Context: an optimization exercise on an open-source flow, tuned for small area, a short achievable clock period and few clock cycles. The choices shown serve that exercise and are no tape-out recipe. Function was checked by simulation only, so behaviour that the tests miss may differ from the original. No activity file was given, so power comes from the tool's default toggle rates.

==> 04-22: inputs <==
==> flow/design.v (excerpt) <==
module automaton_top (
  input  logic                     clk,
  input  logic                     rst,
  input  logic                     cyc,
  input  logic                     stb,
  input  logic                     we,
  input  automaton_pkg::wb_adr_t   adr,
  input  automaton_pkg::wb_data_t  dat_w,
  output automaton_pkg::wb_data_t  dat_r,
  output logic                     ack,
  output logic                     report
);
  logic                         cfg_we;
  logic                         step;
  logic                         clear;
  automaton_pkg::wb_data_t      wdata;
  logic [31:0]                  lo_oh;
  logic [7:0]                   hi_oh;
  automaton_pkg::ste_vec_t      class_bits;
  logic [8*8-1:0]     succ;             
  automaton_pkg::ste_vec_t      start;
  automaton_pkg::ste_vec_t      rep;
  automaton_pkg::ste_vec_t      active;
  automaton_pkg::report_count_t report_count;
  wb_config_port port_i (
    .cyc          (cyc),
    .stb          (stb),
    .we           (we),
    .adr          (adr),
    .dat_r        (dat_r),
    .ack          (ack),
    .cfg_we       (cfg_we),
    .step         (step),
    .clear        (clear),
    .active       (active),
    .report_count (report_count)
  );
  assign wdata = rst ? '0 : dat_w;
  for (genvar b = 0; b < 32; b++) begin : g_lo
    assign lo_oh[b] = (dat_w[4:0] == 5'(b));
  end
  for (genvar k = 0; k < 8; k++) begin : g_hi
    assign hi_oh[k] = (dat_w[7:5] == 3'(k));
  end
  for (genvar g = 0; g < 8; g++) begin : g_ste
  ...
export LEC_CHECK = 0
export CAP_MARGIN = 20
export CORE_MARGIN = 2
export CORE_UTILIZATION = 40
export SETUP_SLACK_MARGIN = 2.3
export SLEW_MARGIN = 20
export SYNTH_HIERARCHICAL = 1
create_clock -name core_clock -period 5.0 [get_ports {clk}]
run.sh (not shown) runs the stock make flow with config.mk's settings and CLKGATE_MAP_FILE= SYNTH_SCRIPT=/design/flow/synth_recipe.tcl, a recipe that flattens the netlist after the stock synthesis.
==> inputs of 04-08, as changes to 04-22 <==
==> flow/design.v (replaced) <==
`default_nettype none
package automaton_pkg;
  typedef logic [8-1:0]        ste_vec_t;        
  typedef logic [8-1:0]     symbol_t;
  typedef logic [10-1:0]     wb_adr_t;
  typedef logic [32-1:0]    wb_data_t;        
  typedef logic [$clog2(8)-1:0] ste_idx_t;
  typedef logic [16-1:0] report_count_t;
  typedef enum logic {
    BUS_IDLE,
    BUS_ACK
  } bus_state_t;
endpackage
`default_nettype wire
`default_nettype none
module rd_z1 (
  input  logic [3:0] a,
  output logic       y
);
  assign y = ~|a;
endmodule
module rd_z2 (
  input  logic       a9,
  input  logic [2:0] a,
  output logic       y
);
  assign y = a9 && ~|a;
endmodule
module rd_sel (
  input  logic [1:0] a,
  input  logic       act,
  input  logic       cnt,
  output logic       y
);
  assign y = (a == 2'(10'h201) && act) || (a == 2'(10'h202) && cnt);
endmodule
module rd_sel_cnt (
  input  logic [1:0] a,
  input  logic       cnt,
  output logic       y
);
  assign y = (a == 2'(10'h202)) && cnt;
endmodule
module rd_and3 (
  input  logic [2:0] a,
  output logic       y
);
  assign y = &a;
endmodule
module wb_config_port (
  input  logic                          cyc,
  input  logic                          stb,
  input  logic                          we,
  input  automaton_pkg::wb_adr_t        adr,
  output automaton_pkg::wb_data_t       dat_r,
  output logic                          ack,
  output logic                          cfg_we,
  output logic                          step,
  output logic                          clear,
  input  automaton_pkg::ste_vec_t       active,
  input  automaton_pkg::report_count_t  report_count
);
  logic req;
  logic wr;
  assign req = cyc && stb;
  assign ack = req;
  assign wr  = req && we;
  assign cfg_we = wr && (adr[10-1:7] == '0);
  assign step   = wr && (adr == 10'h200);
  assign clear  = wr && (adr == 10'h203);
  for (genvar b = 0; b < 32; b++) begin : g_rd
    if (b < 16) begin : g_reg
      logic z1;
      logic z2;
      logic t;
      rd_z1 u_z1 (.a (adr[8:5]), .y (z1));
      rd_z2 u_z2 (.a9 (adr[9]), .a (adr[4:2]), .y (z2));
      if (b < 8) begin : g_both
        rd_sel u_t (.a (adr[1:0]), .act (active[b]), .cnt (report_count[b]), .y (t));
      end else begin : g_cnt
        rd_sel_cnt u_t (.a (adr[1:0]), .cnt (report_count[b]), .y (t));
      end
      rd_and3 u_y (.a ({z1, z2, t}), .y (dat_r[b]));
    end else begin : g_zero
      assign dat_r[b] = 1'b0;
    end
  end
endmodule
`default_nettype wire
`default_nettype none
module lk_grp8 (
  input  logic [7:0] c,
  input  logic [7:0] s,
  output logic       y
);
  assign y = |(c & s);
endmodule
module lk_nor2 (
  input  logic [1:0] a,
  output logic       y
);
  assign y = ~|a;
endmodule
module lk_nand2 (
  input  logic [1:0] a,
  output logic       y
);
  assign y = ~&a;
endmodule
module lk_hisel (
  input  logic [7:0] word,
  input  logic [7:0] hi,
  output logic       y
);
  assign y = |(word & hi);
endmodule
module lk_lodec (
  input  logic [4:0]  s,
  output logic [31:0] lo
);
  for (genvar b = 0; b < 32; b++) begin : g_b
    assign lo[b] = (s == 5'(b));
  end
endmodule
module ste_cell #(
  parameter int STE_ID = 0
) (
  input  logic                     clk,
  input  logic                     rst,
  input  logic                     sel,        
  input  logic [9:0]               ofs_oh,     
  input  automaton_pkg::wb_data_t  wdata,      
  input  logic [4:0]               sym_lo,     
  input  logic [7:0]               hi_oh,      
  output logic                     class_bit,
  output automaton_pkg::ste_vec_t  succ,
  output logic                     start,
  output logic                     rep
);
  automaton_pkg::wb_data_t class_q [8];   
  logic [255:0]            class_flat;
  for (genvar k = 0; k < 8; k++) begin : g_word
    always_ff @(posedge clk) begin
      if (rst || (sel && ofs_oh[k])) class_q[k] <= wdata;
    end
    assign class_flat[32*k +: 32] = class_q[k];
  end
  always_ff @(posedge clk) begin
    if (rst || (sel && ofs_oh[4'd8])) succ <= wdata[8-1:0];
    if (rst || (sel && ofs_oh[4'd9])) begin
      start <= wdata[0];
      rep   <= wdata[1];
    end
  end
  logic [31:0] lo_oh;
  logic [31:0] grp;
  logic [15:0] half_n;
  logic [7:0]  word;
  lk_lodec u_dec (.s (sym_lo), .lo (lo_oh));
  for (genvar m = 0; m < 32; m++) begin : g_grp
    lk_grp8 u (.c (class_flat[8*m +: 8]), .s (lo_oh[8*(m%4) +: 8]), .y (grp[m]));
  end
  for (genvar k = 0; k < 8; k++) begin : g_wrd
    lk_nor2  u_lo (.a (grp[4*k +: 2]),     .y (half_n[2*k]));
    lk_nor2  u_hi (.a (grp[4*k + 2 +: 2]), .y (half_n[2*k+1]));
    lk_nand2 u    (.a (half_n[2*k +: 2]),  .y (word[k]));
  end
  lk_hisel u_hi (.word (word), .hi (hi_oh), .y (class_bit));
endmodule
`default_nettype wire
`default_nettype none
module rt_sel8 (
  input  logic [7:0] cls,
  input  logic [7:0] g,
  input  logic       h,
  output logic       y
);
  assign y = |(cls & g) | h;
endmodule
module rt_flag (
  input  logic clk,
  input  logic d,
  output logic q
);
  always_ff @(posedge clk) q <= d;
endmodule
module rt_inc16 (
  input  logic [15:0] a,
  output logic [15:0] y
);
  assign y = a + 16'd1;
endmodule
module activation_router (
  input  logic                          clk,
  input  logic                          rst,
  input  logic                          step,
  input  logic                          clear,
  input  automaton_pkg::ste_vec_t       class_bits,   
  input  logic [8*8-1:0]      succ,         
  input  automaton_pkg::ste_vec_t       start,
  input  automaton_pkg::ste_vec_t       rep,
  output automaton_pkg::ste_vec_t       active,
  output automaton_pkg::report_count_t  report_count,
  output logic                          report
);
  automaton_pkg::report_count_t count_q;
  automaton_pkg::report_count_t inc_q;
  automaton_pkg::report_count_t inc_next;
  automaton_pkg::ste_vec_t      en;
  automaton_pkg::ste_vec_t      hit_g;
  automaton_pkg::ste_vec_t      active_d;
  logic                         report_d;
  logic                         kill;
  logic                         step_ok;
  assign kill    = rst || clear;
  assign step_ok = step && !kill;
  assign en      = (active | start) & {8{step_ok}};
  assign hit_g   = en & rep;
  for (genvar j = 0; j < 8; j++) begin : g_next
    automaton_pkg::ste_vec_t g;   
    for (genvar i = 0; i < 8; i++) begin : g_src
      assign g[i] = en[i] & succ[i*8 + j];
    end
    rt_sel8 u_sel (
      .cls (class_bits),
      .g   (g),
      .h   (!kill && !step && active[j]),
      .y   (active_d[j])
    );
  end
  rt_sel8 u_hit (.cls (class_bits), .g (hit_g), .h (1'b0), .y (report_d));
  rt_inc16 u_inc (.a (inc_q), .y (inc_next));
  logic [1:0] report_sel;
  for (genvar c = 0; c < 2; c++) begin : g_rsel
    rt_flag u (.clk (clk), .d (report_d), .q (report_sel[c]));
  end
  for (genvar k = 0; k < 16; k++) begin : g_rc
    assign report_count[k] = report_sel[k / 8] ? inc_q[k] : count_q[k];
  end
  always_ff @(posedge clk) begin
    active <= active_d;
    report <= report_d;   
    if (kill) begin
      count_q <= '0;
      inc_q   <= 16'd1;
    end else if (report) begin
      count_q <= inc_q;   
      inc_q   <= inc_next;
    end
  end
endmodule
`default_nettype wire
`default_nettype none
module automaton_top (
  input  logic                     clk,
  input  logic                     rst,
  input  logic                     cyc,
  input  logic                     stb,
  input  logic                     we,
  input  automaton_pkg::wb_adr_t   adr,
  input  automaton_pkg::wb_data_t  dat_w,
  output automaton_pkg::wb_data_t  dat_r,
  output logic                     ack,
  output logic                     report
);
  logic                         cfg_we;
  logic                         step;
  logic                         clear;
  automaton_pkg::wb_data_t      wdata;
  logic [7:0]                   hi_oh;
  automaton_pkg::ste_vec_t      class_bits;
  logic [8*8-1:0]     succ;             
  automaton_pkg::ste_vec_t      start;
  automaton_pkg::ste_vec_t      rep;
  automaton_pkg::ste_vec_t      active;
  automaton_pkg::report_count_t report_count;
  wb_config_port port_i (
    .cyc          (cyc),
    .stb          (stb),
    .we           (we),
    .adr          (adr),
    .dat_r        (dat_r),
    .ack          (ack),
    .cfg_we       (cfg_we),
    .step         (step),
    .clear        (clear),
    .active       (active),
    .report_count (report_count)
  );
  assign wdata = rst ? '0 : dat_w;
  logic [8-1:0] ste_sel;
  logic [9:0]        ofs_oh;
  for (genvar g = 0; g < 8; g++) begin : g_ste_sel
    assign ste_sel[g] = cfg_we && (adr[6:4] == 3'(g));
  end
  for (genvar k = 0; k < 10; k++) begin : g_ofs
    assign ofs_oh[k] = (adr[3:0] == 4'(k));
  end
  for (genvar k = 0; k < 8; k++) begin : g_hi
    assign hi_oh[k] = (dat_w[7:5] == 3'(k));
  end
  for (genvar g = 0; g < 8; g++) begin : g_ste
    ste_cell #(
      .STE_ID (g)
    ) cell_i (
      .clk       (clk),
      .rst       (rst),
      .sel       (ste_sel[g]),
      .ofs_oh    (ofs_oh),
      .wdata     (wdata),
      .sym_lo    (dat_w[4:0]),
      .hi_oh     (hi_oh),
      .class_bit (class_bits[g]),
      .succ      (succ[g*8 +: 8]),
      .start     (start[g]),
      .rep       (rep[g])
    );
  end
  activation_router router_i (
    .clk        (clk),
    .rst        (rst),
    .step       (step),
    .clear      (clear),
    .class_bits (class_bits),
    .succ       (succ),
    .start      (start),
    .rep        (rep),
    .active       (active),
    .report_count (report_count),
    .report     (report)
  );
endmodule
`default_nettype wire
CTS_CLUSTER_DIAMETER = 60   (was unset)
CTS_CLUSTER_SIZE = 30   (was unset)
==> parameters.txt <==
Parameter                              Value

STA
  Post-route worst setup slack    between 1 and 1.5 ns

Floorplanning
  Die outline width    449 um

Global route
  Combined global-route utilization of all metal layers    23.9%

Critical path
  Critical Path AT    4.44 ns

Power and ir drop
  Clock network power consumption    15000 uW

Placement
  Worst setup timing slack at the placement stage    -0.356 ns

Run status
  Outcome  timing/DRC/antenna clean

Cells and area
  Finished layout cell area    0.0962 mm2
  Inverters, non-clock    8
-- figures above: 04-22

==> parameters.txt <==
Parameter                              Value

Placement
  Worst setup timing slack at the placement stage    0.140 ns

CTS
  CTS buffer count    133

STA
  Post-route worst setup slack    1.70 ns
  Hold slack final    0.502 ns
  Final clock period utilization by the worst path    65.9%

Global route
  Combined global-route utilization of all metal layers    22.5%

Routing
  Met1 wire length    roughly 96000 um
  Vias per cell    6.19

Logic synthesis
  Xor/xnor cell area share of the yosys netlist    0.151%
  Share of Yosys cell area claimed by the top area cell type    roughly 79%

Critical path
  Critical Path AT    a little under 4 ns
  Slowest cell delay on critical path    0.85 ns

Run status
  Outcome  timing/DRC/antenna clean

Floorplanning
  Die outline width    455 um

Cells and area
  Finished layout cell area    0.0949 mm2
-- figures above: 04-08

Testbench counts of 04-22, summed over its fixed seeds: cycles 32,648.
Testbench counts of 04-08, summed over its fixed seeds: cycles 32,648.

afterwards: timing with drivers on the ports:
The results above use ideal ports. As a check the final layouts listed here were re-extracted and re-timed, cells and wires unchanged. Step 1, drivers: a clkbuf_16 drives clk and a buf_2 each remaining input, both assumed. Step 2 adds t to the input delays and takes it off the output delays; t is the mean of the earliest and latest rising clock arrival at the registers after step 1. Input paths then give back, and output paths get back, about the clock's delay inside the block. Slacks: ideal ports / drivers / drivers and shift; pairs: ideal ports / drivers.
| run | t (ns) | slack for setup (ns) | worst setup path at the end | worst register clock-pin slew, ns | worst data-port slew with drivers (ns) |
|---|---|---|---|---|---|
| 04-22 | 0.927 | 1.285 / 1.345 / 0.418 | input to register | 0.07 / 0.07 | 0.26 |
| 04-08 | 0.886 | 1.703 / 1.670 / 0.784 | input to register | 0.10 / 0.10 | 0.32 |
After both steps setup and hold are still met in every run listed. For 04-08, which loses most, drivers alone change the setup slack by -0.033 ns; drivers and shift together by -0.919 ns.
